This design comes from an exercise in tuning for small area and a short achievable clock period on the open sky130 flow, not from production work.
RTL that was checked went through simulation tests only; none was proved equivalent to the original.
No activity file was given, so power comes from the tool's default toggle rates.

Setup of lane 1:
// fir_filter
module fir_filter (
   input  logic               clk,
   input  logic               rst,
   input  logic signed [15:0] inp,
   output logic signed [39:0] outp
);
   localparam logic [23:0] G_RESET = 24'hFF8000;    
   localparam logic [23:0] G_CONST = 24'hEF0001;
   logic signed [15:0] line [15];
   logic signed [16:0] d;
   logic        [23:0] gs, gc;
   logic        [23:0] ys, yc;
   logic signed [23:0] y;
   logic        [3:0]  cnt;     
   logic               v12;     
   logic        [23:0] xo, do16, nlo, gk;
   logic        [23:0] gs1, gc1, gs2, gc2, gs3, gc3;
   logic        [23:0] ys1, yc1, ys2, yc2, ys3, yc3;
   always_comb begin
      xo   = {8'd0, ~inp[15], inp[14:0]};                      
      do16 = {3'd0, ~d[16], d[15:0], 4'd0};                    
      nlo  = {8'd0, line[14][15], ~line[14][14:0]};           
      gk   = G_CONST;
      gs1 = gs ^ gc ^ do16;
  ...
Size in the first run: ~380 flip-flops, ~58 I/O pins, about 14000 sq um of cells after synthesis.
==> module fir_filter, before the edit <==
module fir_filter (
   input  logic               clk,
   input  logic               rst,
   input  logic signed [15:0] inp,
   output logic signed [39:0] outp
);
   localparam logic [23:0] G_RESET = 24'hFF8000;    
   localparam logic [23:0] G_CONST = 24'hEF0001;
   logic signed [15:0] line [15];
   logic signed [16:0] d;
   logic        [23:0] gs, gc;
   logic        [23:0] ys, yc;
   logic signed [23:0] y;
   logic        [3:0]  cnt;     
   logic               v12;     
   logic        [23:0] xo, do16, nlo, gk;
   logic        [23:0] gs1, gc1, gs2, gc2, gs3, gc3;
   logic        [23:0] ys1, yc1, ys2, yc2, ys3, yc3;
   always_comb begin
      xo   = {8'd0, ~inp[15], inp[14:0]};                      
      do16 = {3'd0, ~d[16], d[15:0], 4'd0};                    
      nlo  = {8'd0, line[14][15], ~line[14][14:0]};           
      gk   = G_CONST;
      gs1 = gs ^ gc ^ do16;
      gc1 = ((gs & gc) | (gs & do16) | (gc & do16)) << 1;
      gs2 = gs1 ^ gc1 ^ nlo;
      gc2 = (((gs1 & gc1) | (gs1 & nlo) | (gc1 & nlo)) << 1) | (gk & 24'd1);
      gs3 = gs2 ^ gc2 ^ (xo | (gk & ~24'd1)) ;
      gc3 = ((gs2 & gc2) | (gs2 & (xo | (gk & ~24'd1))) | (gc2 & (xo | (gk & ~24'd1)))) << 1;
      ys1 = ys ^ yc ^ gs;
      yc1 = ((ys & yc) | (ys & gs) | (yc & gs)) << 1;
      ys2 = ys1 ^ yc1 ^ gc;
      yc2 = ((ys1 & yc1) | (ys1 & gc) | (yc1 & gc)) << 1;
      ys3 = ys2 ^ yc2 ^ xo;
      yc3 = ((ys2 & yc2) | (ys2 & xo) | (yc2 & xo)) << 1;
   end
   always_ff @(posedge clk) begin
      line[0] <= inp;
      for (int k = 1; k < 13; k++) line[k] <= line[k-1];
      if (rst) begin
         line[13] <= 16'sd0;
         line[14] <= 16'sd0;
         d        <= 17'sd0;
         gs       <= G_RESET;
         gc       <= 24'd0;
         ys       <= 24'd0;
         yc       <= 24'd0;
         y        <= 24'sd0;
         cnt      <= 4'd0;
         v12      <= 1'b0;
      end else begin
         line[13] <= v12 ? line[12] : 16'sd0;
         line[14] <= line[13];
         d        <= 17'(line[14]) - 17'(line[13]);
         gs       <= gs3;
         gc       <= gc3;
         ys       <= ys3;
         yc       <= yc3;
         y        <= ys + yc;
         if (cnt != 4'd15) cnt <= cnt + 4'd1;
         v12      <= (cnt >= 4'd12);
      end
   end
   assign outp = 40'(y);
endmodule
export LEC_CHECK = 0
export CAP_MARGIN = 20
export CORE_MARGIN = 2
export CORE_UTILIZATION = 40
export CTS_BUF_LIST = sky130_fd_sc_hd__clkbuf_16
export CTS_CLUSTER_DIAMETER = 80
export CTS_CLUSTER_SIZE = 24
export SETUP_SLACK_MARGIN = 3.8
export SLEW_MARGIN = 20
create_clock -name core_clock -period 6.0 [get_ports {clk}]
standard.sh (not shown) runs the stock make flow with config.mk's settings and CLKGATE_MAP_FILE= SYNTH_SCRIPT=/design/flow/synth_recipe.tcl, a recipe that flattens the netlist after the stock synthesis.
==> flow/flow/run.sh <==
#!/bin/bash
# The standard layout, with plain buffers on the ports and timing repair
# free to resize cells across footprints.
set -e
bash standard.sh MATCH_CELL_FOOTPRINT=0 "BUFFER_PORTS_ARGS=-buffer_cell sky130_fd_sc_hd__buf_2" finish > standard.log 2>&1
Inputs modified between lane 1 and lane 2:
--- a/flow/design.v
+++ b/flow/design.v
@@ -4,12 +4,14 @@
    input  logic signed [15:0] inp,
    output logic signed [39:0] outp
 );
    localparam logic [23:0] G_RESET = 24'hFF8000;    
    localparam logic [23:0] G_CONST = 24'hEF0001;
    logic signed [15:0] line [15];
+   logic        [23:0] ysum;        
+   logic        [16:0] dsum;        
    logic signed [16:0] d;
    logic        [23:0] gs, gc;
    logic        [23:0] ys, yc;
    logic signed [23:0] y;
    logic        [3:0]  cnt;     
    logic               v12;     
@@ -48,18 +50,52 @@
          y        <= 24'sd0;
          cnt      <= 4'd0;
          v12      <= 1'b0;
       end else begin
          line[13] <= v12 ? line[12] : 16'sd0;
          line[14] <= line[13];
-         d        <= 17'(line[14]) - 17'(line[13]);
+         d        <= dsum;
          gs       <= gs3;
          gc       <= gc3;
          ys       <= ys3;
          yc       <= yc3;
-         y        <= ys + yc;
+         y        <= ysum;
          if (cnt != 4'd15) cnt <= cnt + 4'd1;
          v12      <= (cnt >= 4'd12);
       end
    end
+   add_pp #(.W(24)) u_ysum (.a(ys), .b(yc), .ci(1'b0), .s(ysum));
+   add_pp #(.W(17)) u_dsum (.a({line[14][15], line[14]}), .b(~{line[13][15], line[13]}), .ci(1'b1), .s(dsum));
    assign outp = 40'(y);
 endmodule
+module add_pp #(
+   parameter int W = 24
+) (
+   input  logic [W-1:0] a,
+   input  logic [W-1:0] b,
+   input  logic         ci,
+   output logic [W-1:0] s
+);
+   localparam int L = (W > 16) ? 5 : (W > 8) ? 4 : (W > 4) ? 3 : 2;    
+   logic [W-1:0] p, g;
+   logic [W-1:0] gp [L+1];
+   logic [W-1:0] pp [L+1];
+   always_comb begin
+      p = a ^ b;
+      g = a & b;
+      gp[0] = g;
+      pp[0] = p;
+      gp[0][0] = g[0] | (p[0] & ci);
+      for (int l = 0; l < L; l++) begin
+         gp[l+1] = gp[l];
+         pp[l+1] = pp[l];
+         for (int i = 0; i < W; i++) begin
+            if (((i >> l) & 1) == 1) begin
+               gp[l+1][i] = gp[l][i] | (pp[l][i] & gp[l][((i >> l) << l) - 1]);
+               pp[l+1][i] = pp[l][i] & pp[l][((i >> l) << l) - 1];
+            end
+         end
+      end
+      s[0] = p[0] ^ ci;
+      for (int i = 1; i < W; i++) s[i] = p[i] ^ gp[L][i-1];
+   end
+endmodule
[summary]
In summary, lane 2 completed successfully, with a layout that passed the timing, DRC and antenna checks.
Lane 1 -> lane 2: count of mapped cells out of synthesis decreased by a few percent
The lower leakage power total came out of lane 2.
Worst slew slack as a fraction of its limit on lane 2 is behind lane 1.
Depth of the critical timing path with buffers and inverters included was lower in the run labelled lane 2.
In the metrics for lane 2 and lane 1, the one carrying the lower post-route met1 wirelength is lane 2.
No functional check of the RTL was part of lane 1.

[static timing again, ports no longer ideal]
How much do the figures lean on ideal ports? The routed layouts below were timed once more, with nothing changed but the port constraints.
Step 1 (the two cells are an assumption about what drives the block):
set clk [get_ports {clk}]
set_driving_cell -lib_cell sky130_fd_sc_hd__clkbuf_16 $clk
set_driving_cell -lib_cell sky130_fd_sc_hd__buf_2 [delete_from_list [all_inputs] $clk]
Step 2 also shifts input and output timing later by t, the mid clock arrival at the registers, as if the neighbouring blocks saw the same clock.
Slacks: ideal / step 1 / step 2; pairs: ideal / step 1.
run	t (ns)	setup WS [ns]	clock arrival spread, ns	worst data-port slew with drivers (ns)
lane 1	0.573	3.554 / 3.554 / 3.264	0.020 / 0.019	0.04
lane 2	0.561	3.664 / 3.618 / 3.304	0.027 / 0.027	0.04
After both steps every run listed still meets setup and hold. For lane 2, which loses most, drivers alone change the setup slack by -0.046 ns; drivers and shift together by -0.360 ns.
